This design comes from an exercise in tuning for small area on the open sky130 flow, not from production work. At most, simulation tests tie the RTL to the original design; equivalence was not proved. No functional check of the RTL was part of runs 1, 2, 7 and 8. Power figures rest on the tool's default switching activity, not on a simulated workload.

File: standard.sh
#!/bin/bash
# synth_recipe.tcl (not shown) runs the flow's synth.tcl, then flattens the netlist and writes it again
# the make line also repeats each setting of config.mk as NAME=value (left out here)
make -C /OpenROAD-flow-scripts/flow DESIGN_CONFIG=/design/flow/config.mk WORK_HOME=/design/flow/orfs CLKGATE_MAP_FILE= SYNTH_SCRIPT=/design/flow/synth_recipe.tcl "${@:-finish}"
File: config.mk
export PLATFORM = sky130hd
export DESIGN_NAME = ddr_stat_top
export DESIGN_NICKNAME = ddr_stat_top
export VERILOG_FILES = /design/flow/design.v
export SDC_FILE = /design/flow/constraint.sdc
export NUM_CORES = 4
export LEC_CHECK = 0
export CAP_MARGIN = 20
export CORE_MARGIN = 2
export CORE_UTILIZATION = 65
export PLACE_DENSITY = 0.8
export SLEW_MARGIN = 20
File: design.v
`timescale 1ns/100ps
package stat_bus_pkg;
   typedef struct packed {
      logic                    wr;
      logic                    rd;
      logic [8-1:0] addr;
      logic [32-1:0] wdata;
   } stat_req_t;
   typedef struct packed {
      logic                    ack;
      logic [8-1:0]  intr;
      logic [32-1:0] rdata;
   } stat_ack_t;
   localparam int STAT_REQ_W = 2 + 8 + 32;
   localparam int STAT_ACK_W = 1 + 8 + 32;
endpackage
`timescale 1ns/100ps
package stat_reg_pkg;
   typedef logic [8-1:0] reg_addr_t;
   localparam reg_addr_t REG_ID         = 'h00;
   localparam reg_addr_t REG_SCRATCH    = 'h04;
   localparam reg_addr_t REG_READY      = 'h08;
   localparam reg_addr_t REG_WR_COUNT   = 'h0C;
   localparam reg_addr_t REG_INT_STATUS = 'h10;
   localparam reg_addr_t REG_INT_SET    = 'h14;
   typedef logic [8-1:0]  int_bits_t;
   typedef logic [3-1:0] ready_bits_t;
endpackage
`timescale 1ns/100ps
`timescale 1ns/100ps
`timescale 1ns/100ps
`timescale 1ns/100ps
module ddr_stat_top (
   input  logic                        clk,
   input  logic                        pipe_rst_n,
   input  logic                        sh_ddr_stat_wr,
   input  logic                        sh_ddr_stat_rd,
   input  logic [8-1:0]     sh_ddr_stat_addr,
   input  logic [32-1:0]     sh_ddr_stat_wdata,
   input  stat_reg_pkg::ready_bits_t   sh_cl_ddr_is_ready,
   output logic                        ddr_sh_stat_ack,
   output logic [32-1:0]     ddr_sh_stat_rdata,
   output stat_reg_pkg::int_bits_t     ddr_sh_stat_int
);
   localparam int STAGES = 2 * 8 + 3;    
   localparam int LAST   = STAGES - 1;                   
   localparam int APPLY  = STAGES - 2;                   
   localparam int READY  = 8 + 1;        
   localparam logic [2:0] KIND_NONE = 3'b000;
   localparam logic [2:0] KIND_ACK0 = 3'b001;    
   localparam logic [2:0] KIND_ID   = 3'b010;
   localparam logic [2:0] KIND_BAD  = 3'b011;
   localparam logic [2:0] KIND_RDY  = 3'b100;
   localparam logic [2:0] KIND_SCR  = 3'b101;
   localparam logic [2:0] KIND_CNT  = 3'b110;
   localparam logic [2:0] KIND_INT  = 3'b111;
   logic                    big_q   [APPLY];
   logic                    which_q [APPLY];
   logic [32-1:0] data_q  [LAST];
   logic                    ack_q;
   logic                    sel_id_q, sel_bad_q, sel_rdy_q;
   logic                    sel_scr_q, sel_cnt_q, sel_int_q;
   logic [2:0]              rdy_q;
   logic [32-1:0] scratch_q;
   logic                    scratch_set_q;       
   logic [32-1:0] wr_count_q;
   stat_reg_pkg::int_bits_t int_status_q;
   logic                    is_id, is_scr, is_rdy, is_cnt, is_ist, is_iset;
   logic                    big_in;
   logic [2:0]              kind_in;
   logic [32-1:0] data_in;
   assign is_id   = sh_ddr_stat_addr == stat_reg_pkg::REG_ID;
   assign is_scr  = sh_ddr_stat_addr == stat_reg_pkg::REG_SCRATCH;
   assign is_rdy  = sh_ddr_stat_addr == stat_reg_pkg::REG_READY;
   assign is_cnt  = sh_ddr_stat_addr == stat_reg_pkg::REG_WR_COUNT;
   assign is_ist  = sh_ddr_stat_addr == stat_reg_pkg::REG_INT_STATUS;
   assign is_iset = sh_ddr_stat_addr == stat_reg_pkg::REG_INT_SET;
   always_comb
   begin
      big_in  = sh_ddr_stat_wr && (is_scr || is_cnt);
      kind_in = !sh_ddr_stat_wr && !sh_ddr_stat_rd ? KIND_NONE :
                sh_ddr_stat_wr ? KIND_ACK0 :
                is_scr  ? KIND_SCR :
                is_cnt  ? KIND_CNT :
                is_ist  ? KIND_INT :
                is_id   ? KIND_ID  :
                is_rdy  ? KIND_RDY :
                is_iset ? KIND_ACK0 : KIND_BAD;
      data_in = sh_ddr_stat_wdata;
      if (!big_in)
      begin
         data_in[31:29] = kind_in;
         data_in[13]    = !sh_ddr_stat_wr;
         data_in[9:8]   = {is_ist, is_iset};
      end
   end
   logic [4:0] since_rst_q;
   always_ff @(posedge clk)
   begin
      if (!pipe_rst_n)
         since_rst_q <= '0;
      else if (since_rst_q != 5'(APPLY))
         since_rst_q <= since_rst_q + 5'd1;
   end
   always_ff @(posedge clk)
   begin
      big_q[0]   <= big_in;
      which_q[0] <= is_cnt;
      data_q[0]  <= data_in;
      for (int i = 1; i < APPLY; i++)
      begin
         big_q[i]   <= big_q[i-1];
         which_q[i] <= which_q[i-1];
      end
      for (int i = 1; i < LAST; i++)
         data_q[i] <= data_q[i-1];
      if (!big_q[READY-1])
         data_q[READY][12:10] <= sh_cl_ddr_is_ready;
      ack_q     <= last_in != KIND_NONE;
      sel_id_q  <= last_in == KIND_ID;
      sel_bad_q <= last_in == KIND_BAD;
      sel_rdy_q <= last_in == KIND_RDY;
      sel_scr_q <= last_in == KIND_SCR;
      sel_cnt_q <= last_in == KIND_CNT;
      sel_int_q <= last_in == KIND_INT;
      rdy_q     <= data_q[LAST-1][12:10];
   end
   logic                    ok_in;               
   logic                    nw_in;               
   logic                    a_scr_q;             
   logic                    a_cnt_q;             
   logic                    a_keep_q;            
   logic                    a_inc_q;             
   logic                    a_clr_q;             
   logic                    a_set_q;             
   logic [32-1:0] data_a;
   assign ok_in = pipe_rst_n && since_rst_q == 5'(APPLY);
   assign nw_in = !big_q[APPLY-1] && data_q[APPLY-1][31:29] == KIND_ACK0 &&
                  !data_q[APPLY-1][13];
   always_ff @(posedge clk)
   begin
      a_scr_q  <= ok_in && big_q[APPLY-1] && !which_q[APPLY-1];
      a_cnt_q  <= ok_in && big_q[APPLY-1] && which_q[APPLY-1];
      a_keep_q <= ok_in && !(big_q[APPLY-1] && which_q[APPLY-1]);
      a_inc_q  <= ok_in && (big_q[APPLY-1] ? !which_q[APPLY-1] : nw_in);
      a_clr_q  <= ok_in && nw_in && data_q[APPLY-1][9];
      a_set_q  <= ok_in && nw_in && data_q[APPLY-1][8];
   end
   assign data_a = data_q[APPLY];
   logic [2:0] last_in;
   assign last_in = !pipe_rst_n || !(a_keep_q || a_cnt_q) ? KIND_NONE :
                    a_scr_q || a_cnt_q ? KIND_ACK0 : data_a[31:29];
   localparam int SEG  = 8;
   localparam int NSEG = 32 / SEG;
   logic                    cnt_inc;
   logic [NSEG-1:0]         seg_ones;            
   logic [32-1:0] cnt_carry;
   logic [32-1:0] wr_count_inc;
   assign cnt_inc = a_inc_q;
   for (genvar j = 0; j < NSEG; j++)
   begin : g_seg_ones
      assign seg_ones[j] = &wr_count_q[j*SEG +: SEG];
   end
   always_comb
   begin
      for (int i = 0; i < 32; i++)
      begin
         if (i % SEG == 0)
         begin
            cnt_carry[i] = cnt_inc;
            for (int j = 0; j < i / SEG; j++)
               cnt_carry[i] = cnt_carry[i] && seg_ones[j];
         end
         else
            cnt_carry[i] = cnt_carry[i-1] && wr_count_q[i-1];
         wr_count_inc[i] = wr_count_q[i] ^ cnt_carry[i];
      end
   end
   always_ff @(posedge clk)
   begin
      if (a_scr_q)
         scratch_q <= data_a;
   end
   always_ff @(posedge clk)
   begin
      scratch_set_q <= a_scr_q || ((a_keep_q || a_cnt_q) && scratch_set_q);
      wr_count_q    <= ({32{a_cnt_q}} & data_a) |
                       ({32{a_keep_q}} & wr_count_inc);
   end
   always_ff @(posedge clk)
   begin
      if (!pipe_rst_n)
         int_status_q <= '0;
      else
         int_status_q <= (int_status_q & ~({8{a_clr_q}} & data_a[7:0])) |
                         ({8{a_set_q}} & data_a[7:0]);
   end
   always_comb
   begin
      ddr_sh_stat_rdata = '0;
      if (sel_id_q)
         ddr_sh_stat_rdata = ddr_sh_stat_rdata | 32'h5d1a_0a01;
      if (sel_bad_q)
         ddr_sh_stat_rdata = ddr_sh_stat_rdata | 32'hdead_da7a;
      if (sel_rdy_q)
         ddr_sh_stat_rdata[3-1:0] = ddr_sh_stat_rdata[3-1:0] | rdy_q;
      if (sel_scr_q && scratch_set_q)
         ddr_sh_stat_rdata = ddr_sh_stat_rdata | scratch_q;
      if (sel_cnt_q)
         ddr_sh_stat_rdata = ddr_sh_stat_rdata | wr_count_q;
      if (sel_int_q)
         ddr_sh_stat_rdata[8-1:0] = ddr_sh_stat_rdata[8-1:0] | int_status_q;
   end
   assign ddr_sh_stat_ack = ack_q;
   assign ddr_sh_stat_int = int_status_q;
endmodule
File: constraint.sdc
create_clock -name core_clock -period 4.0 [get_ports {clk}]
set_input_delay 0.8000 -clock core_clock [delete_from_list [all_inputs] [get_ports {clk}]]
set_output_delay 0.8000 -clock core_clock [all_outputs]
set_load 0.01 [all_outputs]
File: flow/run.sh
#!/bin/bash
# The standard layout (standard.sh, the standard flow's own ORFS run) with two changes to
# how it is built: the port buffers are the smallest buffer instead of the
# one buffer_ports picks, and clock tree synthesis uses its own buffer list and
# clustering and inserts no dummy loads. Every tool's output is in flow.log and
# in ORFS's own logs under orfs/logs.
set -euo pipefail
bash standard.sh \
  BUFFER_PORTS_ARGS="-buffer_cell sky130_fd_sc_hd__buf_1" \
  CTS_ARGS="-sink_clustering_enable -repair_clock_nets -dont_use_dummy_load -buf_list sky130_fd_sc_hd__clkbuf_4 -sink_clustering_size 10 -sink_clustering_max_diameter 40" \
  finish > flow.log 2>&1
==> flow_summary.json, run 1 <==
{
  "outcome": "timing/DRC/antenna clean",
  "async_flop_share_pct": 0,
  "drive_above_1_share_pct": 8.79,
  "synth.distinct_cells": 43,
  "slew_viol_final": 0,
  "final.setup.tns_ns": 0,
  "ys_seq_elements": 704,
  "io_pins": 88,
  "clkSlewWorstSetupHoldPaths_ns": 0.09,
  "worst_pin_slew_ns": 0.762,
  "reg2reg_depth": 11,
  "num_rows": 57,
  "synth_edf_count": 32,
  "yosysSeqAreaShare_pct": 88.6,
  "die_h_um": 162,
  "place.gp.congestion": 0.836,
  "clk_latency_ns": 0.67,
  "worstHoldPathCells": 1,
  "cp-end-kind": "primary output",
  "drtIter0Drc": 434,
  "whs_endpoint": "data_q[0][26]$_DFF_P_",
  "critPathMaxFanout": 15,
  "hold_buffers": 0,
  "syn-num-nets": 1030,
  "crit_type": "reg -> out",
  "dp_hpwl_um": 11200,
  "powerDensity_nw_per_um2": 583,
  "worstPathRequired_ns": 3.20,
  "core_area_um2": 24500,
  "min_path_type": "in -> reg",
  "cts_max_path_buffers": 3,
  "synth-main-ff-cell": "dfxtp_1",
  "min-delay-start": "sh_ddr_stat_wdata[26]",
  "crit_slowest_cell": "dfxtp_1",
  "groute.usage.overall_pct": 14.6,
  "r2r-end": "wr_count_q[30]$_DFF_P_",
  "finalCriticalPeriod_ns": 2.92,
  "setup_viol": 0,
  "utilization_pct": 71.8,
  "r2r_start": "wr_count_q[5]$_DFF_P_",
  "clock_skew_ns": 0.0522,
  "dp_slack_ns": 1.47,
  "vdd_drop_max_mv": 0.409,
  "initial_core_util_pct": 66.5,
  "cts_buffers": 82,
  "num-nets-final": 1182,
  "ctsHtreeMaxLevel": 3,
  "yosysWarnings": 4,
  "maxCapViolCount": 0,
  "drt-wirelength-per-cell_um": 12.8,
  "antenna_found_initial": 1,
  "antenna_left": 0,
  "cts_resized": 0,
  "vias_per_cell": 4.83,
  "grt_max_degree": 36,
  "leakagePower_nw": 7.24,
  "nFillCells": 1574,
  "max_stage_delay_ns": 0.83,
  "cts.sinks": 704,
  "die_area_um2": 26300,
  "io_buffers": 87,
  "path_cells": "or2_2, a221o_1, buf_1",
  "num_vias": 6891,
  "finalPower_mw": 10.2,
  "r2r_setup_slack_ns": 1.50,
  "relSlewSlack_pct": 49.1,
  "cp-start-kind": "flop",
  "routed_wl_um": 18300,
  "drt_first_pass_iters": 6,
  "post_cts_buffers": 0,
  "grt_pass1_wl_um": 30700,
  "max_freq_ghz": 0.342,
  "syn_inst": 953,
  "post-route-period-util_pct": 73.0,
  "rsz0062_at_grt": "no",
  "syn-cell-area_um2": 16300,
  "drc": 0,
  "die_w_um": 162,
  "setup_ws_ns": 1.08,
  "grt_pass1_vias": 6751,
  "area_growth_pct": 7.95,
  "hold_violations": 0,
  "grt_overflow": 0,
  "postSynthAreaPerCell_um2": 17.1,
  "root_buffer": "clkbuf_4",
  "worstPathArrival_ns": 2.12,
  "cts_tree": "built"
}
-- worst max-delay path, delay by kind of cell (launching register included) --
kind / cells / cell delay [ns]
compound gates: 1 / 0.15
flops: 1 / 0.83
simple gates: 1 / 0.36
buf+inv: 1 / 0.16
-- cell usage in the layout (no fill, tap or decap), types with 9 or more instances in the layout --
cell type / instances
edfxtp_1: 32
ha_1: 30
nor2b_1: 11
clkbuf_4: 82
buf_1: 87
dfxtp_1: 671
a221o_1: 19
a22o_1: 37
nand2_1: 28
nand3_1: 9
-- synthesized netlist by cell type (all sizes together), types with 2 or more instances --
| cell | instances | area share, % |
|---|---|---|
| dfxtp | 672 | 83 |
| a22o | 37 | 2.0 |
| edfxtp | 32 | 5.9 |
| ha | 30 | 2.3 |
| nand2 | 28 | 0.65 |
| clkbuf | 22 | 0.51 |
| a221o | 19 | 1.2 |
| nor2b | 11 | 0.42 |
| nand3 | 9 | 0.28 |
| a22oi | 8 | 0.37 |
| nor2 | 8 | 0.18 |
| and2 | 7 | 0.27 |
| a21oi | 6 | 0.18 |
| xor2 | 5 | 0.27 |
| a221oi | 4 | 0.22 |
| a222oi | 4 | 0.25 |
| and3 | 4 | 0.15 |
| inv | 4 | 0.092 |
| nand2b | 4 | 0.15 |
| nand4 | 4 | 0.15 |
| mux2 | 3 | 0.21 |
| nor3 | 3 | 0.092 |
| nor3b | 3 | 0.14 |
| o21ai | 3 | 0.092 |
| xnor2 | 3 | 0.16 |
| a31oi | 2 | 0.077 |
| and4bb | 2 | 0.15 |
| nor4 | 2 | 0.077 |
| or2 | 2 | 0.092 |
| or4 | 2 | 0.12 |
-- flip-flops by register name (all words and copies together) (netlist names), 3 cells and up --
signal / cells
wr_count_q: 32
since_rst_q: 5
data_q: 576
scratch_q: 32
int_status_q: 8
which_q: 17
big_q: 17
rdy_q: 3
-- layer usage --
layer	vias up	routed length, um	global-route usage (%)
met2	220	8590	24.2
met4	0	474	7.36
met3	34	1250	4.03
met1	3131	7960	17.7
met5	-	0	0
li1	3506	-	-
-- final cells by class --
class	instances	area (um^2)	area share (%)
Clock buffer	82	616	3.51
Sequential cell	704	14400	82.1
Tap cell	324	405	2.31
Antenna cell	1	2.50	0.0143
Multi-Input combinational cell	223	1760	10.0
Timing Repair Buffer	90	349	1.99
Inverter	4	15.0	0.0855
-- cell families (layout without fill, tap and decap cells) --
family / count (synthesis) / in the layout / share of synthesized area, %
and+or+nand+nor: 93 / 93 / 3.17
adders and majority gates: 30 / 30 / 2.31
muxes: 3 / 3 / 0.208
other: 0 / 1 / 0
AOI/OAI and AO/OA: 89 / 89 / 4.68
DFF: 704 / 704 / 88.6
xor gates and xnor gates: 8 / 8 / 0.431
buffers and inverters: 26 / 176 / 0.600
-- worst max path at each step --
stage | start | endpoint | cells after the start
2_1_floorplan | wr_count_q[7]$_DFF_P_ | wr_count_q[31]$_DFF_P_ | 12
3_3_place_gp | wr_count_q[7]$_DFF_P_ | wr_count_q[30]$_DFF_P_ | 11
3_5_place_dp | scratch_set_q$_DFF_P_ | ddr_sh_stat_rdata[1] | 4
4_1_cts | scratch_set_q$_DFF_P_ | ddr_sh_stat_rdata[1] | 4
5_1_grt | sel_bad_q$_DFF_P_ | ddr_sh_stat_rdata[9] | 3
6_report | sel_bad_q$_DFF_P_ | ddr_sh_stat_rdata[19] | 3
-- where the power goes --
part	total, mW	switching (mW)	internal, mW
combinational	0.0422	0.0193	0.0229
sequential	7.41	0.0713	7.34
clock	2.78	1.83	0.948
total	10.2	1.92	8.31
-- through the flow --
stage                     hold WS [ns]  area, um^2  instances
after floorplan                  0.310       16300        953
after global placement           0.309       16900       1345
after detailed placement         0.312       16900       1345
after CTS                        0.118       17600       1427
after global routing             0.133       17600       1428
final                            0.200       17600       1428
==> inputs of run 2 (changes only) <==
--- a/design.v
+++ b/design.v
@@ -132,6 +132,4 @@
    logic                    a_keep_q;            
    logic                    a_inc_q;             
-   logic                    a_clr_q;             
-   logic                    a_set_q;             
    logic [32-1:0] data_a;
    assign ok_in = pipe_rst_n && since_rst_q == 5'(APPLY);
@@ -144,8 +142,10 @@
       a_keep_q <= ok_in && !(big_q[APPLY-1] && which_q[APPLY-1]);
       a_inc_q  <= ok_in && (big_q[APPLY-1] ? !which_q[APPLY-1] : nw_in);
-      a_clr_q  <= ok_in && nw_in && data_q[APPLY-1][9];
-      a_set_q  <= ok_in && nw_in && data_q[APPLY-1][8];
    end
    assign data_a = data_q[APPLY];
+   logic a_nw, a_clr, a_set;
+   assign a_nw  = a_inc_q && !a_scr_q;
+   assign a_clr = a_nw && data_a[9];
+   assign a_set = a_nw && data_a[8];
    logic [2:0] last_in;
    assign last_in = !pipe_rst_n || !(a_keep_q || a_cnt_q) ? KIND_NONE :
@@ -193,6 +193,6 @@
          int_status_q <= '0;
       else
-         int_status_q <= (int_status_q & ~({8{a_clr_q}} & data_a[7:0])) |
-                         ({8{a_set_q}} & data_a[7:0]);
+         int_status_q <= (int_status_q & ~({8{a_clr}} & data_a[7:0])) |
+                         ({8{a_set}} & data_a[7:0]);
    end
    always_comb
--- a/flow/run.sh
+++ b/flow/run.sh
@@ -8,4 +8,4 @@
 bash standard.sh \
   BUFFER_PORTS_ARGS="-buffer_cell sky130_fd_sc_hd__buf_1" \
-  CTS_ARGS="-sink_clustering_enable -repair_clock_nets -dont_use_dummy_load -buf_list sky130_fd_sc_hd__clkbuf_4 -sink_clustering_size 10 -sink_clustering_max_diameter 40" \
+  CTS_ARGS="-sink_clustering_enable -repair_clock_nets -dont_use_dummy_load -buf_list sky130_fd_sc_hd__clkbuf_4 -sink_clustering_size 12 -sink_clustering_max_diameter 40" \
   finish > flow.log 2>&1
==> flow_summary.json, run 2 <==
{
  "vias_per_cell": 4.79,
  "grt_pass1_wl_um": 28800,
  "cts_tree": "built",
  "drt_first_pass_iters": 8,
  "io_buffers": 87,
  "routed_wl_um": 17900,
  "io_pins": 88,
  "top_regs": "data_q: 576 flops, scratch_q: 32 flops, wr_count_q: 32 flops",
  "postSynthAreaPerCell_um2": 17.0,
  "drive_above_1_share_pct": 7.31,
  "relSlewSlack_pct": 47.1,
  "post_cts_buffers": 0,
  "clock_skew_ns": 0.0515,
  "swShare_pct": 18.7,
  "min-delay-start": "sh_ddr_stat_wdata[15]",
  "setup_viol": 0,
  "leakagePower_nw": 7.21,
  "min_path_type": "in -> reg",
  "yosysTopAreaCell": "dfxtp_1",
  "rsz0062_at_grt": "no",
  "ff_latch_area_um2": 14400,
  "yosysSeqAreaShare_pct": 88.4,
  "yosysWarnings": 4,
  "reg2reg_depth": 12,
  "post-route-period-util_pct": 73.6,
  "final.setup.tns_ns": 0,
  "num-nets-final": 1173,
  "multiInputGateArea_um2": 1770,
  "crit_type": "reg -> out",
  "p_int_mw": 8.15,
  "syn-cell-area_um2": 16300,
  "drc": 0,
  "max_freq_ghz": 0.339,
  "netlist.area_leader.share_pct": 82.5,
  "synth-main-ff-cell": "dfxtp_1",
  "worst_pin_slew_ns": 0.794,
  "die_w_um": 162,
  "worstHoldPathCells": 1,
  "synth_edf_count": 32,
  "antenna_left": 0,
  "drtIter0Drc": 364,
  "whs_endpoint": "data_q[0][15]$_DFF_P_",
  "place.gp.congestion": 0.862,
  "worstPathArrival_ns": 2.15,
  "critPathMaxFanout": 15,
  "cts_resized": 0,
  "hold_violations": 0,
  "root_buffer": "clkbuf_4",
  "synth.distinct_cells": 51,
  "cp-start-kind": "flop",
  "initial_core_util_pct": 66.5,
  "clk_latency_ns": 0.65,
  "r2r_setup_slack_ns": 1.23,
  "num_vias": 6798,
  "async_flop_share_pct": 0,
  "hold_buffers": 0,
  "comb_power_share_pct": 0.5,
  "ctsHtreeMaxLevel": 3,
  "outcome": "timing/DRC/antenna clean",
  "slew_viol_final": 0,
  "grt_overflow": 0,
  "synth_common_cells": "dfxtp_1, a22o_1, edfxtp_1, ha_1, nand2_1",
  "ys_seq_elements": 702,
  "die_area_um2": 26300,
  "cts.sinks": 702,
  "antenna_found_initial": 1,
  "vdd_drop_max_mv": 0.362,
  "grt_pass1_vias": 6435,
  "drt-wirelength-per-cell_um": 12.6,
  "syn_inst": 956,
  "worstPathRequired_ns": 3.20,
  "cts_buffers": 69,
  "final_cell_mix": "dfxtp_1, buf_1, clkbuf_4, a22o_1, edfxtp_1",
  "maxCapViolCount": 0,
  "yosysMostFrequentCell": "dfxtp_1",
  "cp-end-kind": "primary output",
  "layout_commonest_cell": "dfxtp_1",
  "finalCriticalPeriod_ns": 2.95,
  "cts_max_path_buffers": 3,
  "finalPower_mw": 10.0,
  "die_h_um": 162,
  "r2r-end": "wr_count_q[31]$_DFF_P_",
  "grt_max_degree": 39,
  "clkSlewWorstSetupHoldPaths_ns": 0.11,
  "top_register": "data_q",
  "largest_reg_flops": 576,
  "seq_power_share_pct": 73.7,
  "groute.usage.overall_pct": 13.7,
  "nFillCells": 1553,
  "dp_hpwl_um": 10800,
  "pwr-share-clk_pct": 25.8,
  "core_area_um2": 24500,
  "powerDensity_nw_per_um2": 574,
  "num_rows": 57,
  "ys_top_cells_by_area": "dfxtp_1, edfxtp_1, ha_1",
  "r2r_start": "wr_count_q[2]$_DFF_P_",
  "syn-num-nets": 1033,
  "p_sw_mw": 1.88,
  "area_growth_pct": 7.35
}
run 2: metrics by stage:
| step | std cells | instance area, um^2 | setup slack, ns | util (%) | hold WS (ns) |
|---|---|---|---|---|---|
| after global routing | 1419 | 17500 | 0.900 | 71.4 | 0.142 |
| after CTS | 1418 | 17500 | 0.643 | 71.4 | 0.135 |
| after detailed placement | 1349 | 16900 | 1.27 | 69.2 | 0.312 |
| after floorplan | 956 | 16300 | 1.58 | - | 0.310 |
| final | 1419 | 17500 | 1.05 | 71.4 | 0.227 |
| after global placement | 1349 | 16900 | 1.42 | 69.2 | 0.310 |
run 2: critical path: stages, from the launching register on:
cell	delay, ns
dfxtp_1	0.79
or2_1	0.38
a221o_1	0.18
buf_1	0.15
run 2: power groups by stage:
stage	Clock, mW	Sequential (mW)	Combinational (mW)
6_report	2.59	7.39	0.0465
5_1_grt	3.01	7.42	0.0520
3_5_place_dp	0	7.56	0.0466
4_1_cts	2.72	7.40	0.0468
3_3_place_gp	0	7.54	0.0428
2_1_floorplan	0	7.53	0.0220
run 2: cell type report:
cell class                 instances  area share (%)
antenna                            1          0.0143
clock buffer                      69            2.97
inverter                          13           0.279
multi-input combinational        221            10.1
sequential                       702            82.3
tap                              324            2.32
timing repair buffer              89            1.96
run 2: per-layer routing:
metal  vias to the layer above  global-route usage [%]  share of wire [%]
met2                       221                    22.9                 47
met5                         -                       0                  0
met4                         0                    7.96                3.6
met3                        55                    3.91                6.4
met1                      3049                    15.7                 43
li1                       3473                       -                  -
run 2: kinds of logic after synthesis:
logic type / Yosys count / share of synthesized area, %
compound gates: 97 / 4.94
mux: 3 / 0.208
flops: 702 / 88.4
buf+inv: 33 / 0.761
xor+xnor: 8 / 0.431
fa+ha+maj: 30 / 2.31
simple gates: 83 / 2.99
run 2: worst max path at each step:
stage | start | to | slack (ns) | depth (start not counted)
after floorplan | wr_count_q[0]$_DFF_P_ | wr_count_q[30]$_DFF_P_ | 1.58 | 11
after global placement | wr_count_q[0]$_DFF_P_ | wr_count_q[30]$_DFF_P_ | 1.42 | 11
after detailed placement | wr_count_q[1]$_DFF_P_ | wr_count_q[31]$_DFF_P_ | 1.27 | 12
after CTS | scratch_set_q$_DFF_P_ | ddr_sh_stat_rdata[7] | 0.64 | 4
after global routing | sel_bad_q$_DFF_P_ | ddr_sh_stat_rdata[19] | 0.90 | 3
final | sel_bad_q$_DFF_P_ | ddr_sh_stat_rdata[26] | 1.05 | 3
==> inputs of run 3 (changes only) <==
--- a/design.v
+++ b/design.v
@@ -95,11 +95,21 @@
       end
    end
-   logic [4:0] since_rst_q;
+   localparam logic [4:0] LFSR_START = 5'b00001;
+   localparam logic [4:0] LFSR_DONE  = 5'b11000;
+   logic [4:0] rst_lfsr_q;
+   logic       rst_done_q;                       
    always_ff @(posedge clk)
    begin
       if (!pipe_rst_n)
-         since_rst_q <= '0;
-      else if (since_rst_q != 5'(APPLY))
-         since_rst_q <= since_rst_q + 5'd1;
+      begin
+         rst_lfsr_q <= LFSR_START;
+         rst_done_q <= 1'b0;
+      end
+      else
+      begin
+         rst_lfsr_q <= {rst_lfsr_q[3:0], rst_lfsr_q[4] ^ rst_lfsr_q[2]};
+         if (rst_lfsr_q == LFSR_DONE)
+            rst_done_q <= 1'b1;
+      end
    end
    always_ff @(posedge clk)
@@ -133,5 +143,5 @@
    logic                    a_inc_q;             
    logic [32-1:0] data_a;
-   assign ok_in = pipe_rst_n && since_rst_q == 5'(APPLY);
+   assign ok_in = pipe_rst_n && rst_done_q;
    assign nw_in = !big_q[APPLY-1] && data_q[APPLY-1][31:29] == KIND_ACK0 &&
                   !data_q[APPLY-1][13];
--- a/config.mk
+++ b/config.mk
@@ -8,5 +8,5 @@
 export CAP_MARGIN = 20
 export CORE_MARGIN = 2
-export CORE_UTILIZATION = 65
-export PLACE_DENSITY = 0.8
+export CORE_UTILIZATION = 73
+export PLACE_DENSITY = 0.85
 export SLEW_MARGIN = 20
==> flow_summary.json, run 3 <==
{
  "yosysWarnings": 4,
  "grt_pass1_wl_um": 29300,
  "wl_met3_um": 1330,
  "grt_overflow": 0,
  "num_vias": 6838,
  "drive_above_1_share_pct": 7.76,
  "worst_pin_slew_ns": 0.768,
  "nFillCells": 1219,
  "drt_first_pass_iters": 4,
  "ctsHtreeMaxLevel": 3,
  "drc": 0,
  "drt-wirelength-per-cell_um": 13.7,
  "cts.sinks": 703,
  "die_h_um": 153,
  "place.gp.congestion": 0.810,
  "antenna_found_initial": 1,
  "async_flop_share_pct": 0,
  "dp_hpwl_um": 11800,
  "die_w_um": 153,
  "maxCapViolCount": 0,
  "post_cts_buffers": 0,
  "cts_max_path_buffers": 3,
  "synth_common_cells": "dfxtp_1, a22o_1, edfxtp_1, ha_1, nand2_1",
  "hold_violations": 0,
  "final.setup.tns_ns": 0,
  "post-route-period-util_pct": 72.9,
  "groute.usage.overall_pct": 15.7,
  "root_buffer": "clkbuf_4",
  "relSlewSlack_pct": 48.8,
  "worstPathRequired_ns": 3.20,
  "vdd_drop_max_mv": 0.480,
  "dp_slack_ns": 1.12,
  "cts_tree": "built",
  "met2_length_um": 9700,
  "multiInputGateArea_um2": 1640,
  "min_path_type": "in -> reg",
  "top_register": "data_q",
  "grt_max_degree": 40,
  "area_growth_pct": 7.19,
  "cts_resized": 0,
  "setup_ws_ns": 1.09,
  "final_cell_mix": "dfxtp_1, buf_1, clkbuf_4, a22o_1, edfxtp_1",
  "layout_commonest_cell": "dfxtp_1",
  "clkSlewWorstSetupHoldPaths_ns": 0.11,
  "syn_inst": 944,
  "synth.distinct_cells": 43,
  "die_area_um2": 23400,
  "top_regs": "data_q: 576 flops, scratch_q: 32 flops, wr_count_q: 32 flops",
  "vias_per_cell": 5.02,
  "num-nets-final": 1159,
  "initial_core_util_pct": 74.3,
  "cp-end-kind": "primary output",
  "ff_latch_area_um2": 14400,
  "syn-cell-area_um2": 16200,
  "setup_viol": 0,
  "grt_pass1_vias": 6662,
  "cts_buffers": 69,
  "synth_edf_count": 32,
  "antenna_left": 0,
  "yosysMostFrequentCell": "dfxtp_1",
  "powerDensity_nw_per_um2": 579,
  "largest_reg_flops": 576,
  "cp-start-kind": "flop",
  "yosysSeqAreaShare_pct": 89.0,
  "core_area_um2": 21800,
  "io_pins": 88,
  "rsz0062_at_grt": "no",
  "outcome": "timing/DRC/antenna clean",
  "leakagePower_nw": 7.18,
  "slew_viol_final": 0,
  "critPathMaxFanout": 21,
  "max_freq_ghz": 0.343,
  "yosysTopAreaCell": "dfxtp_1",
  "fin_area_um2": 17300,
  "wl_met1_um": 7280,
  "top_layer": "met4",
  "drtIter0Drc": 315,
  "netlist.area_leader.share_pct": 83.1,
  "hold_buffers": 0,
  "place_area_um2": 16800,
  "ys_seq_elements": 703,
  "clk_latency_ns": 0.67,
  "crit_type": "reg -> out",
  "synth-main-ff-cell": "dfxtp_1",
  "io_buffers": 87,
  "postSynthAreaPerCell_um2": 17.1,
  "routed_wl_um": 18600,
  "finalCriticalPeriod_ns": 2.91,
  "num_rows": 54,
  "clock_skew_ns": 0.0589,
  "worstPathArrival_ns": 2.11,
  "ys_top_cells_by_area": "dfxtp_1, edfxtp_1, ha_1",
  "syn-num-nets": 1019
}
-- run 3: changes by cell type after synthesis, sizes merged, moves of 2 or more --
cell	previous run	this run
nand2b	5	1
nor2b	4	2
nand2	28	26
or4	3	0
a21oi	7	3
nor3b	3	0
nor3	2	8
ha	30	28
or3b	2	0
-- run 3: cell type report --
cell class / count / share of cell area [%]
sequential: 703 / 83.1
multi-input combinational: 206 / 9.48
clock buffer: 69 / 2.99
timing repair buffer: 90 / 2.13
tap: 280 / 2.02
inverter: 14 / 0.303
antenna: 1 / 0.0144
-- run 3: cells by family after synthesis --
kind of cell / Yosys count / share of synthesized area [%]
xor+xnor: 6 / 0.325
fa+ha+maj: 28 / 2.17
mux: 3 / 0.209
simple gates: 74 / 2.48
compound gates: 95 / 4.98
buf+inv: 35 / 0.820
flops: 703 / 89.0
-- run 3: critical path: stages (launching register included) --
cell	delay, ns
dfxtp_1	0.33
and2_1	0.34
buf_16	0.25
a222oi_1	0.35
inv_1	0.07
buf_1	0.13
-- run 3: metrics by stage --
step	power, mW	cells	hold WS, ns	util, %
finish	10.0	1363	0.218	79.7
detailed placement	7.62	1293	0.312	77.3
CTS	10.2	1362	0.139	79.6
global route	10.4	1363	0.121	79.7
floorplan	7.55	944	0.310	-
global placement	7.58	1292	0.309	77.1
-- run 3: path summary, 6_finish.rpt --
check	startpoint	endpoint	slack, ns	cells past startpoint
min reg2reg	big_q[7]$_DFF_P_	big_q[8]$_DFF_P_	0.30	0
max reg2reg	wr_count_q[0]$_DFF_P_	wr_count_q[30]$_DFF_P_	1.12	11
max	scratch_set_q$_DFF_P_	ddr_sh_stat_rdata[7]	1.09	5
min	sh_ddr_stat_wdata[6]	data_q[0][6]$_DFF_P_	0.22	1
-- run 3: power breakdown --
group | switching [mW] | total (mW) | internal, mW
Sequential | 0.0730 | 7.41 | 7.33
Clock | 1.78 | 2.58 | 0.804
Combinational | 0.0200 | 0.0399 | 0.0199
Total | 1.87 | 10.0 | 8.16
-- run 3: per-layer routing --
metal / GRT usage [%] / up-vias
met2: 28.4 / 230
met1: 16.8 / 3145
met3: 5.25 / 36
met5: 0 / -
li1: - / 3427
met4: 6.35 / 0
==> inputs of run 4 (changes only) <==
--- a/config.mk
+++ b/config.mk
@@ -8,5 +8,5 @@
 export CAP_MARGIN = 20
 export CORE_MARGIN = 2
-export CORE_UTILIZATION = 73
-export PLACE_DENSITY = 0.85
+export CORE_UTILIZATION = 65
+export PLACE_DENSITY = 0.8
 export SLEW_MARGIN = 20
==> flow_summary.json, run 4 <==
{
  "io_buffers": 87,
  "num_vias": 6771,
  "drt-wirelength-per-cell_um": 12.4,
  "numPlacedInstances": 1338,
  "die_w_um": 162,
  "crit_family": "adder cells",
  "area_growth_pct": 7.45,
  "num_rows": 57,
  "grt_pass1_vias": 6569,
  "vdd_drop_max_mv": 0.358,
  "cts_tree": "built",
  "hold_buffers": 0,
  "synthSimpleGateAreaFrac_pct": 2.48,
  "synth_edf_count": 32,
  "slew_viol_final": 0,
  "netlist.area_leader.share_pct": 83.1,
  "ys_top_cells_by_area": "dfxtp_1, edfxtp_1, ha_1",
  "utilization_pct": 71.2,
  "synth_fa_ha_area_share_pct": 2.17,
  "top_register": "data_q",
  "relSlewSlack_pct": 55.0,
  "yosysSeqAreaShare_pct": 89.0,
  "drt_first_pass_iters": 5,
  "place_area_um2": 16900,
  "p_sw_mw": 1.87,
  "dp_hpwl_um": 10400,
  "seq_power_share_pct": 73.8,
  "grt_max_degree": 40,
  "hold_violations": 0,
  "post_cts_buffers": 0,
  "antenna_left": 0,
  "yosysMostFrequentCell": "dfxtp_1",
  "clock_skew_ns": 0.0574,
  "synth_top_family_by_area": "compound AO/OA/AOI/OAI gates",
  "yosysTopAreaCell": "dfxtp_1",
  "leakagePower_nw": 7.18,
  "fin_hold_ws_ns": 0.212,
  "cts_buffers": 69,
  "ctsHtreeMaxLevel": 3,
  "cp-start-kind": "flop",
  "clk_latency_ns": 0.67,
  "die_area_um2": 26200,
  "path_buf_inv": 0,
  "root_buffer": "clkbuf_4",
  "die_h_um": 162,
  "crit_type": "reg -> reg",
  "post-route-period-util_pct": 71.3,
  "io_pins": 88,
  "num-nets-final": 1160,
  "async_flop_share_pct": 0,
  "grt_overflow": 0,
  "syn-num-nets": 1019,
  "rsz0062_at_grt": "no",
  "postSynthAreaPerCell_um2": 17.1,
  "path_cells": "nand4_1, or3_1, nor4b_1, ha_1, ha_1, ha_1, ha_1, ha_1, ha_1, ha_1, a22o_1",
  "cpMostUsedCell": "ha_1",
  "comb_power_share_pct": 0.4,
  "worst_pin_slew_ns": 0.674,
  "setup_viol": 0,
  "syn-cell-area_um2": 16200,
  "synth-main-ff-cell": "dfxtp_1",
  "core_area_um2": 24400,
  "synth-compound-area-share_pct": 4.98,
  "clkSlewWorstSetupHoldPaths_ns": 0.11,
  "synth_common_cells": "dfxtp_1, a22o_1, edfxtp_1, ha_1, nand2_1",
  "max_stage_delay_ns": 0.45,
  "drive_above_1_share_pct": 7.85,
  "yosysWarnings": 4,
  "synthMuxAreaShare_pct": 0.209,
  "powerDensity_nw_per_um2": 577,
  "outcome": "timing/DRC/antenna clean",
  "top_regs": "data_q: 576 flops, scratch_q: 32 flops, wr_count_q: 32 flops",
  "syn_inst": 944,
  "drc": 0,
  "synth-xor-area-share_pct": 0.325,
  "vias_per_cell": 4.81,
  "final_cell_mix": "dfxtp_1, buf_1, clkbuf_4, a22o_1, edfxtp_1",
  "cts_resized": 0,
  "finalPower_mw": 10.0,
  "place.gp.congestion": 0.825,
  "ys_seq_elements": 703,
  "layout_commonest_cell": "dfxtp_1",
  "fin_area_um2": 17400,
  "largest_reg_flops": 576,
  "worstPathRequired_ns": 4.52,
  "swShare_pct": 18.7,
  "crit_slowest_cell": "or3_1",
  "pwr-share-clk_pct": 25.8,
  "groute.usage.overall_pct": 13.5,
  "final.setup.tns_ns": 0,
  "antenna_found_initial": 1,
  "setup_ws_ns": 1.15,
  "maxCapViolCount": 0,
  "worstPathArrival_ns": 3.37,
  "p_int_mw": 8.16,
  "cp-end-kind": "flop",
  "critPathMaxFanout": 3,
  "finalCriticalPeriod_ns": 2.85,
  "synth.distinct_cells": 43,
  "cts_max_path_buffers": 3,
  "cts.sinks": 703,
  "routed_wl_um": 17400,
  "dp_slack_ns": 1.14,
  "initial_core_util_pct": 66.3,
  "fin_cells": 1408,
  "drtIter0Drc": 341,
  "max_freq_ghz": 0.351,
  "grt_pass1_wl_um": 28600,
  "min_path_type": "in -> reg"
}
==> run 4: cell count changes in the layout (fill, tap and decap cells not counted) <==
cell	delta
buf_4	+2
buf_16	-1
dfxtp_1	+1
dfxtp_2	-1
and2_1	-1
and2_2	+1
==> run 4: final timing paths <==
check             depth (start not counted)  slack, ns                      to                   from
setup / recovery                         11       1.15  wr_count_q[30]$_DFF_P_  wr_count_q[0]$_DFF_P_
setup reg to reg                         11       1.15  wr_count_q[30]$_DFF_P_  wr_count_q[0]$_DFF_P_
hold reg to reg                           0       0.28   data_q[1][21]$_DFF_P_  data_q[0][21]$_DFF_P_
hold / removal                            1       0.21   data_q[0][19]$_DFF_P_  sh_ddr_stat_wdata[19]
==> run 4: final cells by class <==
cell class,count,area [um^2]
antenna,1,2.50
inverter,14,52.6
timing repair buffer,91,357
tap,324,405
sequential,703,14400
multi-input combinational,206,1640
fill,1603,7020
clock buffer,69,518
==> run 4: metal layers <==
metal	share of wire, %	GRT usage, %
met1	42	15.5
met2	49	23.6
met3	6.6	3.70
met4	2.4	6.60
met5	0	0
==> run 4: power by group through the flow <==
stage | clock network [mW] | logic, mW | registers, mW
floorplan | 0 | 0.0156 | 7.54
global placement | 0 | 0.0366 | 7.55
detailed placement | 0 | 0.0387 | 7.57
CTS | 2.73 | 0.0390 | 7.41
global route | 3.01 | 0.0440 | 7.43
finish | 2.59 | 0.0384 | 7.40
==> run 4: logic make-up after synthesis <==
| kind of cell | Yosys count |
|---|---|
| DFF | 703 |
| AOI/OAI and AO/OA | 95 |
| xor gates and xnor gates | 6 |
| muxes | 3 |
| adders and majority gates | 28 |
| buffers and inverters | 35 |
| and+or+nand+nor | 74 |
==> inputs of run 5 (changes only) <==
--- a/flow/run.sh
+++ b/flow/run.sh
@@ -9,3 +9,4 @@
   BUFFER_PORTS_ARGS="-buffer_cell sky130_fd_sc_hd__buf_1" \
   CTS_ARGS="-sink_clustering_enable -repair_clock_nets -dont_use_dummy_load -buf_list sky130_fd_sc_hd__clkbuf_4 -sink_clustering_size 12 -sink_clustering_max_diameter 40" \
+  RECOVER_POWER=100 \
   finish > flow.log 2>&1
--- a/config.mk
+++ b/config.mk
@@ -8,5 +8,5 @@
 export CAP_MARGIN = 20
 export CORE_MARGIN = 2
-export CORE_UTILIZATION = 65
-export PLACE_DENSITY = 0.8
+export CORE_UTILIZATION = 70
+export PLACE_DENSITY = 0.82
 export SLEW_MARGIN = 20
==> flow_summary.json, run 5 <==
{
  "crit_type": "reg -> out",
  "final.setup.tns_ns": 0,
  "numPlacedInstances": 1297,
  "so_faults": "capacitance limit, slew limit",
  "post_cts_buffers": 0,
  "dp_hpwl_um": 11200,
  "io_buffers": 87,
  "critPathMaxFanout": 15,
  "num_rows": 55,
  "min_path_type": "in -> reg",
  "syn-num-nets": 1019,
  "finalCriticalPeriod_ns": 3.03,
  "synth-main-ff-cell": "dfxtp_1",
  "synth_common_cells": "dfxtp_1, a22o_1, edfxtp_1, ha_1, nand2_1",
  "finalPower_mw": 10.1,
  "fin_cells": 1368,
  "top_register": "data_q",
  "vdd_drop_max_mv": 0.354,
  "layout_commonest_cell": "dfxtp_1",
  "die_w_um": 156,
  "final_cell_mix": "dfxtp_1, buf_1, clkbuf_4, a22o_1, edfxtp_1",
  "grt-busiest-layer": "met2",
  "post-route-period-util_pct": 75.8,
  "io_pins": 88,
  "clk_latency_ns": 0.67,
  "vias_per_cell": 4.95,
  "cts.sinks": 703,
  "grt_max_degree": 40,
  "core_area_um2": 22600,
  "num_vias": 6777,
  "powerDensity_nw_per_um2": 581,
  "syn_inst": 944,
  "initial_core_util_pct": 71.4,
  "drtIter0Drc": 326,
  "worstPathArrival_ns": 2.23,
  "outcome": "finished with violations",
  "antenna_left": 0,
  "largest_reg_flops": 576,
  "routed_wl_um": 18300,
  "hold_violations": 0,
  "gr-usage-met2_pct": 28.2,
  "antenna_found_initial": 1,
  "worstPathRequired_ns": 3.20,
  "leakagePower_nw": 7.16,
  "groute.usage.overall_pct": 15.5,
  "ys_seq_elements": 703,
  "area_growth_pct": 7.03,
  "cts_resized": 0,
  "cts_tree": "built",
  "grt_pass1_wl_um": 29600,
  "grt_util_met3_pct": 3.75,
  "drt_first_pass_iters": 5,
  "grt_pass1_vias": 6722,
  "hold_buffers": 0,
  "relSlewSlack_pct": -37.6,
  "slew_viol_final": 40,
  "syn-cell-area_um2": 16200,
  "maxCapViolCount": 1,
  "grt_overflow": 0,
  "cts_max_path_buffers": 3,
  "worst_pin_slew_ns": 2.06,
  "synth.distinct_cells": 43,
  "rsz0062_at_grt": "no",
  "cp-start-kind": "flop",
  "nFillCells": 1323,
  "drive_above_1_share_pct": 7.49,
  "yosysTopAreaCell": "dfxtp_1",
  "cts_buffers": 70,
  "grt_use_met1_pct": 16.7,
  "die_area_um2": 24300,
  "netlist.area_leader.share_pct": 83.1,
  "synth_edf_count": 32,
  "root_buffer": "clkbuf_4",
  "drc": 0,
  "cp-end-kind": "primary output",
  "place.gp.congestion": 0.851,
  "clock_skew_ns": 0.0583,
  "clkSlewWorstSetupHoldPaths_ns": 0.11,
  "postSynthAreaPerCell_um2": 17.1,
  "setup_viol": 0,
  "drt-wirelength-per-cell_um": 13.4,
  "yosysWarnings": 4,
  "yosysMostFrequentCell": "dfxtp_1",
  "max_freq_ghz": 0.330,
  "ys_top_cells_by_area": "dfxtp_1, edfxtp_1, ha_1",
  "num-nets-final": 1159,
  "async_flop_share_pct": 0,
  "yosysSeqAreaShare_pct": 89.0,
  "ctsHtreeMaxLevel": 3,
  "die_h_um": 156,
  "top_regs": "data_q: 576 flops, scratch_q: 32 flops, wr_count_q: 32 flops"
}
[run 5: cell counts after synthesis]
No cell type changed its count.
[run 5: path summary, 6_finish.rpt]
path | from | end | slack [ns] | cells after the start
setup reg to reg | wr_count_q[0]$_DFF_P_ | wr_count_q[30]$_DFF_P_ | 1.27 | 11
setup / recovery | sel_bad_q$_DFF_P_ | ddr_sh_stat_rdata[26] | 0.97 | 3
hold reg to reg | data_q[15][21]$_DFF_P_ | data_q[16][21]$_DFF_P_ | 0.29 | 0
hold / removal | sh_ddr_stat_wdata[27] | data_q[0][27]$_DFF_P_ | 0.21 | 1
[run 5: kinds of logic after synthesis]
family / share of synthesized area, %
DFF: 89.0
xor gates and xnor gates: 0.325
muxes: 0.209
AOI/OAI and AO/OA: 4.98
and+or+nand+nor: 2.48
adders and majority gates: 2.17
buffers and inverters: 0.820
[run 5: layout make-up]
type / count / area (um^2) / area share, %
Tap cell: 285 / 357 / 2.06
Timing Repair Buffer: 89 / 334 / 1.93
Inverter: 14 / 52.6 / 0.304
Multi-Input combinational cell: 206 / 1640 / 9.46
Antenna cell: 1 / 2.50 / 0.0145
Sequential cell: 703 / 14400 / 83.2
Clock buffer: 70 / 526 / 3.04
[run 5: report_power, final]
group          internal [mW]  total, mW  switching, mW  leakage [nW]
sequential              7.33       7.41         0.0713          5.90
combinational         0.0196     0.0384         0.0188         0.937
clock                  0.815       2.61           1.80         0.322
total                   8.17       10.1           1.89          7.16
[run 5: stage by stage]
stage	worst slack [ns]	area (um^2)	hold slack, ns	util, %
5_1_grt	0.832	17300	0.144	76.4
3_3_place_gp	1.42	16800	0.310	74.1
3_5_place_dp	1.29	16800	0.312	74.2
6_report	0.967	17300	0.209	76.4
4_1_cts	0.868	17300	0.141	76.5
2_1_floorplan	1.58	16200	0.310	-
[run 5: routing by layer]
metal  vias up  wire (um)
met4         0        474
met5         -          0
li1       3444          -
met2       192       9500
met3        39       1020
met1      3102       7320
[run 5: critical path, cell delays in order (launching register included)]
cell and delay (ns):
dfxtp_1 0.75, or2_0 0.49, a221o_1 0.20, buf_1 0.15
==> inputs of run 6 (changes only) <==
--- a/flow/run.sh
+++ b/flow/run.sh
@@ -9,4 +9,3 @@
   BUFFER_PORTS_ARGS="-buffer_cell sky130_fd_sc_hd__buf_1" \
   CTS_ARGS="-sink_clustering_enable -repair_clock_nets -dont_use_dummy_load -buf_list sky130_fd_sc_hd__clkbuf_4 -sink_clustering_size 12 -sink_clustering_max_diameter 40" \
-  RECOVER_POWER=100 \
   finish > flow.log 2>&1
==> flow_summary.json, run 6 <==
{
  "cts_resized": 0,
  "nFillCells": 1321,
  "comb_power_share_pct": 0.4,
  "final.setup.tns_ns": 0,
  "crit_slowest_cell": "dfxtp_1",
  "drt_first_pass_iters": 5,
  "syn-num-nets": 1019,
  "synth_common_cells": "dfxtp_1, a22o_1, edfxtp_1, ha_1, nand2_1",
  "place_area_um2": 16800,
  "path_buf_inv": 1,
  "cts_max_path_buffers": 3,
  "largest_reg_flops": 576,
  "clkSlewWorstSetupHoldPaths_ns": 0.11,
  "relSlewSlack_pct": 50.2,
  "finalPower_mw": 10.1,
  "outcome": "timing/DRC/antenna clean",
  "cts_buffers": 70,
  "setup_viol": 0,
  "cts.sinks": 703,
  "num_rows": 55,
  "postSynthAreaPerCell_um2": 17.1,
  "finalCriticalPeriod_ns": 2.86,
  "routed_wl_um": 18300,
  "utilization_pct": 76.5,
  "cp-end-kind": "primary output",
  "io_pins": 88,
  "dp_slack_ns": 1.29,
  "root_buffer": "clkbuf_4",
  "post-route-period-util_pct": 71.6,
  "clock_skew_ns": 0.0598,
  "layout_commonest_cell": "dfxtp_1",
  "powerDensity_nw_per_um2": 581,
  "ctsHtreeMaxLevel": 3,
  "p_sw_mw": 1.89,
  "crit_family": "flip-flops",
  "setup_ws_ns": 1.14,
  "final_cell_mix": "dfxtp_1, buf_1, clkbuf_4, a22o_1, edfxtp_1",
  "dp_hpwl_um": 11200,
  "die_area_um2": 24300,
  "num-nets-final": 1159,
  "swShare_pct": 18.8,
  "fin_area_um2": 17300,
  "antenna_left": 0,
  "clk_latency_ns": 0.67,
  "pwr-share-clk_pct": 26.0,
  "drt-wirelength-per-cell_um": 13.4,
  "top_regs": "data_q: 576 flops, scratch_q: 32 flops, wr_count_q: 32 flops",
  "rsz0062_at_grt": "no",
  "grt_max_degree": 40,
  "netlist.area_leader.share_pct": 83.1,
  "core_area_um2": 22600,
  "max_freq_ghz": 0.349,
  "drc": 0,
  "max_stage_delay_ns": 0.53,
  "syn_inst": 944,
  "synth-main-ff-cell": "dfxtp_1",
  "yosysMostFrequentCell": "dfxtp_1",
  "ys_seq_elements": 703,
  "num_vias": 6771,
  "ys_top_cells_by_area": "dfxtp_1, edfxtp_1, ha_1",
  "yosysTopAreaCell": "dfxtp_1",
  "hold_buffers": 0,
  "fin_cells": 1368,
  "drive_above_1_share_pct": 7.95,
  "fin_hold_ws_ns": 0.208,
  "antenna_found_initial": 1,
  "p_int_mw": 8.17,
  "multiInputGateArea_um2": 1640,
  "area_growth_pct": 7.12,
  "top_register": "data_q",
  "grt_pass1_vias": 6722,
  "syn-cell-area_um2": 16200,
  "drtIter0Drc": 316,
  "grt_overflow": 0,
  "synth_edf_count": 32,
  "ff_latch_area_um2": 14400,
  "yosysSeqAreaShare_pct": 89.0,
  "yosysWarnings": 4,
  "cts_tree": "built",
  "path_cells": "or2_2, a221o_1, buf_1",
  "maxCapViolCount": 0,
  "cp-start-kind": "flop",
  "groute.usage.overall_pct": 15.5,
  "crit_type": "reg -> out",
  "io_buffers": 87,
  "seq_power_share_pct": 73.6,
  "die_w_um": 156,
  "post_cts_buffers": 0,
  "place.gp.congestion": 0.851,
  "hold_violations": 0,
  "worst_pin_slew_ns": 0.747,
  "initial_core_util_pct": 71.4,
  "vdd_drop_max_mv": 0.355,
  "worstPathRequired_ns": 3.20,
  "worstPathArrival_ns": 2.06,
  "async_flop_share_pct": 0,
  "grt_pass1_wl_um": 29600,
  "min_path_type": "in -> reg",
  "critPathMaxFanout": 15,
  "slew_viol_final": 0,
  "numPlacedInstances": 1297,
  "die_h_um": 156,
  "leakagePower_nw": 7.17,
  "synth.distinct_cells": 43,
  "vias_per_cell": 4.95
}
-- run 6: changes by cell type in the layout (fill, tap and decap cells not counted), sizes merged --
cell | before | now
buf | 87 | 89
clkbuf | 72 | 70
-- run 6: path summary, 6_finish.rpt --
check,start,end,slack (ns),cells after the start
min reg2reg,data_q[15][21]$_DFF_P_,data_q[16][21]$_DFF_P_,0.29,0
max reg2reg,wr_count_q[0]$_DFF_P_,wr_count_q[30]$_DFF_P_,1.29,11
min,sh_ddr_stat_wdata[27],data_q[0][27]$_DFF_P_,0.21,1
max,sel_bad_q$_DFF_P_,ddr_sh_stat_rdata[26],1.14,3
-- run 6: logic make-up after synthesis --
family	after synthesis	share of synthesized area (%)
flip-flops	703	89.0
AO/OA/AOI/OAI	95	4.98
AND/OR/NAND/NOR	74	2.48
buffers and inverters	35	0.820
adder cells (fa/ha/maj)	28	2.17
XOR/XNOR	6	0.325
multiplexers	3	0.209
-- run 6: routing by layer --
metal / vias to the layer above / track usage, % / part of all wire, %
li1: 3442 / - / -
met1: 3098 / 16.7 / 40
met2: 196 / 28.2 / 51
met3: 35 / 3.75 / 5.7
met4: 0 / 8.08 / 2.4
met5: - / 0 / 0
-- run 6: area by class of cell --
cell class	count	area share [%]
clock buffer	70	3.03
multi-input combinational	206	9.49
inverter	14	0.303
timing repair buffer	89	1.97
tap	285	2.06
antenna	1	0.0144
sequential	703	83.1
-- run 6: power by group through the flow --
stage | combinational (mW) | sequential, mW | clock (mW)
2_1_floorplan | 0.0156 | 7.54 | 0
3_3_place_gp | 0.0362 | 7.55 | 0
3_5_place_dp | 0.0397 | 7.57 | 0
4_1_cts | 0.0398 | 7.41 | 2.74
5_1_grt | 0.0449 | 7.44 | 3.00
6_report | 0.0394 | 7.41 | 2.61
==> inputs of run 7 (changes only) <==
--- a/design.v
+++ b/design.v
@@ -161,5 +161,5 @@
    assign last_in = !pipe_rst_n || !(a_keep_q || a_cnt_q) ? KIND_NONE :
                     a_scr_q || a_cnt_q ? KIND_ACK0 : data_a[31:29];
-   localparam int SEG  = 8;
+   localparam int SEG  = 16;
    localparam int NSEG = 32 / SEG;
    logic                    cnt_inc;
==> flow_summary.json, run 7 <==
{
  "cts_tree": "built",
  "cts.sinks": 703,
  "largest_reg_flops": 576,
  "yosysMostFrequentCell": "dfxtp_1",
  "vdd_drop_max_mv": 0.357,
  "syn-num-nets": 1012,
  "hold_violations": 0,
  "clk_latency_ns": 0.67,
  "fin_area_um2": 17300,
  "cts_buffers": 70,
  "num_rows": 55,
  "top_regs": "data_q: 576 flops, scratch_q: 32 flops, wr_count_q: 32 flops",
  "slew_viol_final": 0,
  "grt_pass1_vias": 6536,
  "cts_max_path_buffers": 3,
  "yosysTopAreaCell": "dfxtp_1",
  "vias_per_cell": 4.96,
  "hold_buffers": 0,
  "final_cell_mix": "dfxtp_1, buf_1, clkbuf_4, a22o_1, edfxtp_1",
  "dp_hpwl_um": 10900,
  "drive_above_1_share_pct": 8.65,
  "area_growth_pct": 7.32,
  "core_area_um2": 22600,
  "cp-start-kind": "flop",
  "final.setup.tns_ns": 0,
  "finalCriticalPeriod_ns": 3.80,
  "place_area_um2": 16800,
  "die_h_um": 156,
  "drtIter0Drc": 317,
  "powerDensity_nw_per_um2": 579,
  "io_buffers": 87,
  "relSlewSlack_pct": 29.5,
  "drc": 0,
  "groute.usage.overall_pct": 14.9,
  "cp-end-kind": "flop",
  "grt_max_degree": 36,
  "yosysSeqAreaShare_pct": 89.1,
  "multiInputGateArea_um2": 1660,
  "setup_viol": 0,
  "io_pins": 88,
  "ys_top_cells_by_area": "dfxtp_1, edfxtp_1, ha_1",
  "synth_common_cells": "dfxtp_1, a22o_1, edfxtp_1, ha_1, nand2_1",
  "worstPathArrival_ns": 4.34,
  "critPathMaxFanout": 3,
  "die_w_um": 156,
  "postSynthAreaPerCell_um2": 17.3,
  "num-nets-final": 1154,
  "worst_pin_slew_ns": 1.06,
  "antenna_found_initial": 1,
  "yosysWarnings": 4,
  "initial_core_util_pct": 71.4,
  "utilization_pct": 76.6,
  "finalPower_mw": 10.0,
  "grt_pass1_wl_um": 28600,
  "worstPathRequired_ns": 4.54,
  "nFillCells": 1298,
  "post-route-period-util_pct": 95.0,
  "top_register": "data_q",
  "clock_skew_ns": 0.0658,
  "syn_inst": 935,
  "ys_seq_elements": 703,
  "drt-wirelength-per-cell_um": 13.0,
  "crit_type": "reg -> reg",
  "ff_latch_area_um2": 14400,
  "met2_length_um": 8690,
  "netlist.area_leader.share_pct": 83.1,
  "ctsHtreeMaxLevel": 3,
  "root_buffer": "clkbuf_4",
  "synth-main-ff-cell": "dfxtp_1",
  "grt_overflow": 0,
  "leakagePower_nw": 7.19,
  "num_vias": 6754,
  "wl_met1_um": 7370,
  "syn-cell-area_um2": 16200,
  "dp_slack_ns": 0.0843,
  "antenna_left": 0,
  "drt_first_pass_iters": 4,
  "synth_edf_count": 32,
  "layout_commonest_cell": "dfxtp_1",
  "setup_ws_ns": 0.200,
  "wl_met3_um": 1130,
  "place.gp.congestion": 0.803,
  "max_freq_ghz": 0.263,
  "die_area_um2": 24300,
  "outcome": "timing/DRC/antenna clean",
  "synth.distinct_cells": 44,
  "routed_wl_um": 17700,
  "clkSlewWorstSetupHoldPaths_ns": 0.12,
  "async_flop_share_pct": 0,
  "maxCapViolCount": 0,
  "min_path_type": "in -> reg",
  "top_layer": "met4"
}
==> run 7: changes by cell type in the layout (fill, tap and decap cells not counted), moves of 3 or more <==
cell | previous run | this run
a21boi_0 | 9 | 0
a21boi_1 | 0 | 9
nand4_1 | 6 | 3
nor2_1 | 8 | 5
==> run 7: worst paths after layout <==
path / startpoint / endpoint / slack, ns / cells after the start
worst min-delay path: sh_ddr_stat_wdata[7] / data_q[0][7]$_DFF_P_ / 0.22 / 1
worst max register to register: wr_count_q[12]$_DFF_P_ / wr_count_q[31]$_DFF_P_ / 0.20 / 20
worst max-delay path: wr_count_q[12]$_DFF_P_ / wr_count_q[31]$_DFF_P_ / 0.20 / 20
worst min register to register: data_q[15][28]$_DFF_P_ / data_q[16][28]$_DFF_P_ / 0.29 / 0
==> run 7: critical path: stages, from the launching register on <==
cell and delay [ns]:
dfxtp_2 0.35, and4_4 0.17, nand3_2 0.09, nor4_2 0.07, ha_2 0.17, ha_1 0.18, ha_1 0.18, ha_1 0.18
ha_1 0.18, ha_1 0.18, ha_1 0.18, ha_1 0.18, ha_1 0.18, ha_1 0.18, ha_1 0.18, ha_1 0.18
ha_1 0.18, ha_2 0.17, ha_1 0.18, xor2_1 0.17, a22o_1 0.17
==> run 7: area by class of cell <==
class	count	area share, %
Clock buffer	70	3.03
Inverter	12	0.260
Antenna cell	1	0.0144
Tap cell	285	2.06
Sequential cell	703	83.0
Multi-Input combinational cell	200	9.59
Timing Repair Buffer	90	2.01
==> run 7: repair_timing <==
item,in CTS,in global routing
endpoints found under the setup margin,0,2
setup buffers,0,1
gates resized for setup,0,8
==> run 7: logic make-up after synthesis <==
family | synth area share, %
mux | 0.209
compound gates | 4.94
simple gates | 2.48
buf+inv | 0.759
xor+xnor | 0.217
flops | 89.1
fa+ha+maj | 2.32
==> run 7: metal layers <==
metal  GRT usage [%]  up-vias
met5               0        -
met4            8.56        0
met3            3.94       51
met2            26.0      203
met1            16.6     3089
li1                -     3411
==> run 7: power by group <==
part,internal [mW],switching [mW]
Sequential,7.33,0.0694
Clock,0.814,1.79
Combinational,0.0211,0.0200
Total,8.17,1.88
==> run 7: stage by stage <==
stage | hold slack [ns] | instances
6_report | 0.219 | 1361
5_1_grt | 0.136 | 1361
4_1_cts | 0.147 | 1359
3_5_place_dp | 0.312 | 1289
3_3_place_gp | 0.309 | 1289
2_1_floorplan | 0.310 | 935
==> inputs of run 8 (changes only) <==
--- a/design.v
+++ b/design.v
@@ -59,7 +59,7 @@
    logic [32-1:0] data_q  [LAST];
    logic                    ack_q;
-   logic                    sel_id_q, sel_bad_q, sel_rdy_q;
+   logic                    sel_id_q, sel_bad_q;
    logic                    sel_scr_q, sel_cnt_q, sel_int_q;
-   logic [2:0]              rdy_q;
+   logic [2:0]              rdy_q;               
    logic [32-1:0] scratch_q;
    logic                    scratch_set_q;       
@@ -130,9 +130,8 @@
       sel_id_q  <= last_in == KIND_ID;
       sel_bad_q <= last_in == KIND_BAD;
-      sel_rdy_q <= last_in == KIND_RDY;
-      sel_scr_q <= last_in == KIND_SCR;
+      sel_scr_q <= last_in == KIND_SCR && scratch_set_q;
       sel_cnt_q <= last_in == KIND_CNT;
       sel_int_q <= last_in == KIND_INT;
-      rdy_q     <= data_q[LAST-1][12:10];
+      rdy_q     <= last_in == KIND_RDY ? data_q[LAST-1][12:10] : '0;
    end
    logic                    ok_in;               
@@ -161,5 +160,5 @@
    assign last_in = !pipe_rst_n || !(a_keep_q || a_cnt_q) ? KIND_NONE :
                     a_scr_q || a_cnt_q ? KIND_ACK0 : data_a[31:29];
-   localparam int SEG  = 16;
+   localparam int SEG  = 8;
    localparam int NSEG = 32 / SEG;
    logic                    cnt_inc;
@@ -213,7 +212,6 @@
       if (sel_bad_q)
          ddr_sh_stat_rdata = ddr_sh_stat_rdata | 32'hdead_da7a;
-      if (sel_rdy_q)
-         ddr_sh_stat_rdata[3-1:0] = ddr_sh_stat_rdata[3-1:0] | rdy_q;
-      if (sel_scr_q && scratch_set_q)
+      ddr_sh_stat_rdata[3-1:0] = ddr_sh_stat_rdata[3-1:0] | rdy_q;
+      if (sel_scr_q)
          ddr_sh_stat_rdata = ddr_sh_stat_rdata | scratch_q;
       if (sel_cnt_q)
==> flow_summary.json, run 8 <==
{
  "outcome": "timing/DRC/antenna clean",
  "routed_wl_um": 18200,
  "synth.distinct_cells": 43,
  "final.setup.tns_ns": 0,
  "top_register": "data_q",
  "vias_per_cell": 4.95,
  "place.gp.congestion": 0.792,
  "leakagePower_nw": 7.19,
  "antenna_left": 0,
  "worstPathArrival_ns": 1.96,
  "maxCapViolCount": 0,
  "syn-cell-area_um2": 16200,
  "grt_overflow": 0,
  "grt_max_degree": 39,
  "syn-num-nets": 1026,
  "drtIter0Drc": 246,
  "powerDensity_nw_per_um2": 577,
  "yosysWarnings": 4,
  "finalPower_mw": 10.0,
  "num-nets-final": 1168,
  "top_layer": "met4",
  "final_cell_mix": "dfxtp_1, buf_1, clkbuf_4, a22o_1, edfxtp_1",
  "netlist.area_leader.share_pct": 82.8,
  "die_area_um2": 24400,
  "post_cts_buffers": 0,
  "yosysTopAreaCell": "dfxtp_1",
  "die_w_um": 156,
  "setup_viol": 0,
  "wl_met1_um": 7200,
  "cp-end-kind": "primary output",
  "cts_buffers": 69,
  "numPlacedInstances": 1307,
  "yosysMostFrequentCell": "dfxtp_1",
  "antenna_found_initial": 1,
  "drt-wirelength-per-cell_um": 13.2,
  "area_growth_pct": 7.12,
  "critPathMaxFanout": 15,
  "clock_skew_ns": 0.0591,
  "cp-start-kind": "flop",
  "die_h_um": 156,
  "rsz0062_at_grt": "no",
  "root_buffer": "clkbuf_4",
  "dp_hpwl_um": 11500,
  "syn_inst": 951,
  "async_flop_share_pct": 0,
  "drt_first_pass_iters": 4,
  "met2_length_um": 9350,
  "cts.sinks": 702,
  "num_vias": 6823,
  "top_regs": "data_q: 576 flops, scratch_q: 32 flops, wr_count_q: 32 flops",
  "worstPathRequired_ns": 3.20,
  "synth_common_cells": "dfxtp_1, a22o_1, edfxtp_1, nand2_1, ha_1",
  "cts_tree": "built",
  "grt_pass1_vias": 6733,
  "max_freq_ghz": 0.362,
  "clkSlewWorstSetupHoldPaths_ns": 0.11,
  "crit_slowest_cell": "dfxtp_1",
  "cts_resized": 0,
  "post-route-period-util_pct": 69.0,
  "path_cells": "nor2_1, nand3_1, buf_1",
  "synth_edf_count": 32,
  "relSlewSlack_pct": 45.3,
  "ys_seq_elements": 702,
  "num_rows": 55,
  "synth-main-ff-cell": "dfxtp_1",
  "hold_violations": 0,
  "layout_commonest_cell": "dfxtp_1",
  "grt_pass1_wl_um": 30100,
  "ctsHtreeMaxLevel": 3,
  "crit_type": "reg -> out",
  "yosysSeqAreaShare_pct": 88.8,
  "finalCriticalPeriod_ns": 2.76,
  "clk_latency_ns": 0.65,
  "ys_top_cells_by_area": "dfxtp_1, edfxtp_1, ha_1",
  "vdd_drop_max_mv": 0.338,
  "max_stage_delay_ns": 0.78,
  "fin_cells": 1377,
  "hold_buffers": 0,
  "drc": 0,
  "worst_pin_slew_ns": 0.820,
  "fin_area_um2": 17300,
  "core_area_um2": 22600,
  "largest_reg_flops": 576,
  "cts_max_path_buffers": 3,
  "wl_met3_um": 1150,
  "initial_core_util_pct": 71.5,
  "io_pins": 88,
  "io_buffers": 87,
  "groute.usage.overall_pct": 15.6,
  "slew_viol_final": 0,
  "place_area_um2": 16800,
  "min_path_type": "in -> reg",
  "fin_hold_ws_ns": 0.222,
  "drive_above_1_share_pct": 7.70,
  "postSynthAreaPerCell_um2": 17.0
}
[run 8: critical path, delay by kind of cell, from the launching register on]
kind / cells / cell delay (ns)
buf+inv: 1 / 0.15
flops: 1 / 0.78
simple gates: 2 / 0.39
[run 8: final cells by class]
type | count | area [um^2]
Inverter | 12 | 45.0
Multi-Input combinational cell | 218 | 1700
Timing Repair Buffer | 90 | 349
Sequential cell | 702 | 14400
Tap cell | 285 | 357
Antenna cell | 1 | 2.50
Fill cell | 1358 | 5300
Clock buffer | 69 | 518
[run 8: through the flow]
| stage | setup WS (ns) | utilization (%) |
|---|---|---|
| after global routing | 1.03 | 76.6 |
| after CTS | 0.780 | 76.6 |
| final | 1.24 | 76.6 |
| after global placement | 1.47 | 74.3 |
| after floorplan | 1.58 | - |
| after detailed placement | 1.30 | 74.3 |
[run 8: power by group]
part           leakage (nW)  switching (mW)  internal (mW)  total, mW
clock                 0.317            1.77          0.803       2.58
combinational         0.983          0.0200         0.0207     0.0407
sequential             5.89          0.0704           7.32       7.39
total                  7.19            1.86           8.15       10.0
[run 8: final timing paths]
kind / from / to / slack, ns / cells after the start
hold / removal: sh_ddr_stat_wdata[26] / data_q[0][26]$_DFF_P_ / 0.22 / 1
hold reg to reg: data_q[16][19]$_DFF_P_ / data_q[17][19]$_DFF_P_ / 0.30 / 0
setup reg to reg: wr_count_q[0]$_DFF_P_ / wr_count_q[31]$_DFF_P_ / 1.27 / 12
setup / recovery: sel_bad_q$_DFF_P_ / ddr_sh_stat_rdata[30] / 1.24 / 3
[run 8: cells by family after synthesis]
group	Yosys count	share of synthesized area, %
mux	3	0.209
simple gates	81	2.83
xor+xnor	6	0.325
compound gates	100	4.96
buf+inv	31	0.742
fa+ha+maj	28	2.16
flops	702	88.8
[run 8: metal layers]
| metal | track usage [%] | up-vias |
|---|---|---|
| li1 | - | 3458 |
| met1 | 16.8 | 3131 |
| met2 | 28.4 | 195 |
| met3 | 4.03 | 39 |
| met4 | 8.04 | 0 |
| met5 | 0 | - |

[port drivers added, routing unchanged]
Ports are ideal in the flow. The routed layouts listed here were re-timed in OpenROAD.
Step 1: set_driving_cell puts a clkbuf_16 on clk and a buf_2 on each other input, an assumption about the parent block.
Step 2, shift: input delay + t, output delay - t, t = (earliest + latest rising clock arrival at the registers) / 2. This alone moves slack from input paths to output paths.
a / b / c = no drivers / after step 1 / after step 2; a / b = the first two.
run	t, ns	slack for setup (ns)
run 1	0.689	1.080 / 1.042 / 1.498
run 2	0.667	1.054 / 1.014 / 1.228
run 3	0.677	1.086 / 1.044 / 1.119
run 4	0.673	1.149 / 1.126 / 1.149
run 5	0.678	0.967 / 0.929 / 1.270
run 6	0.680	1.135 / 1.096 / 1.288
run 7	0.671	0.200 / 0.200 / 0.200
run 8	0.668	1.240 / 1.198 / 1.265
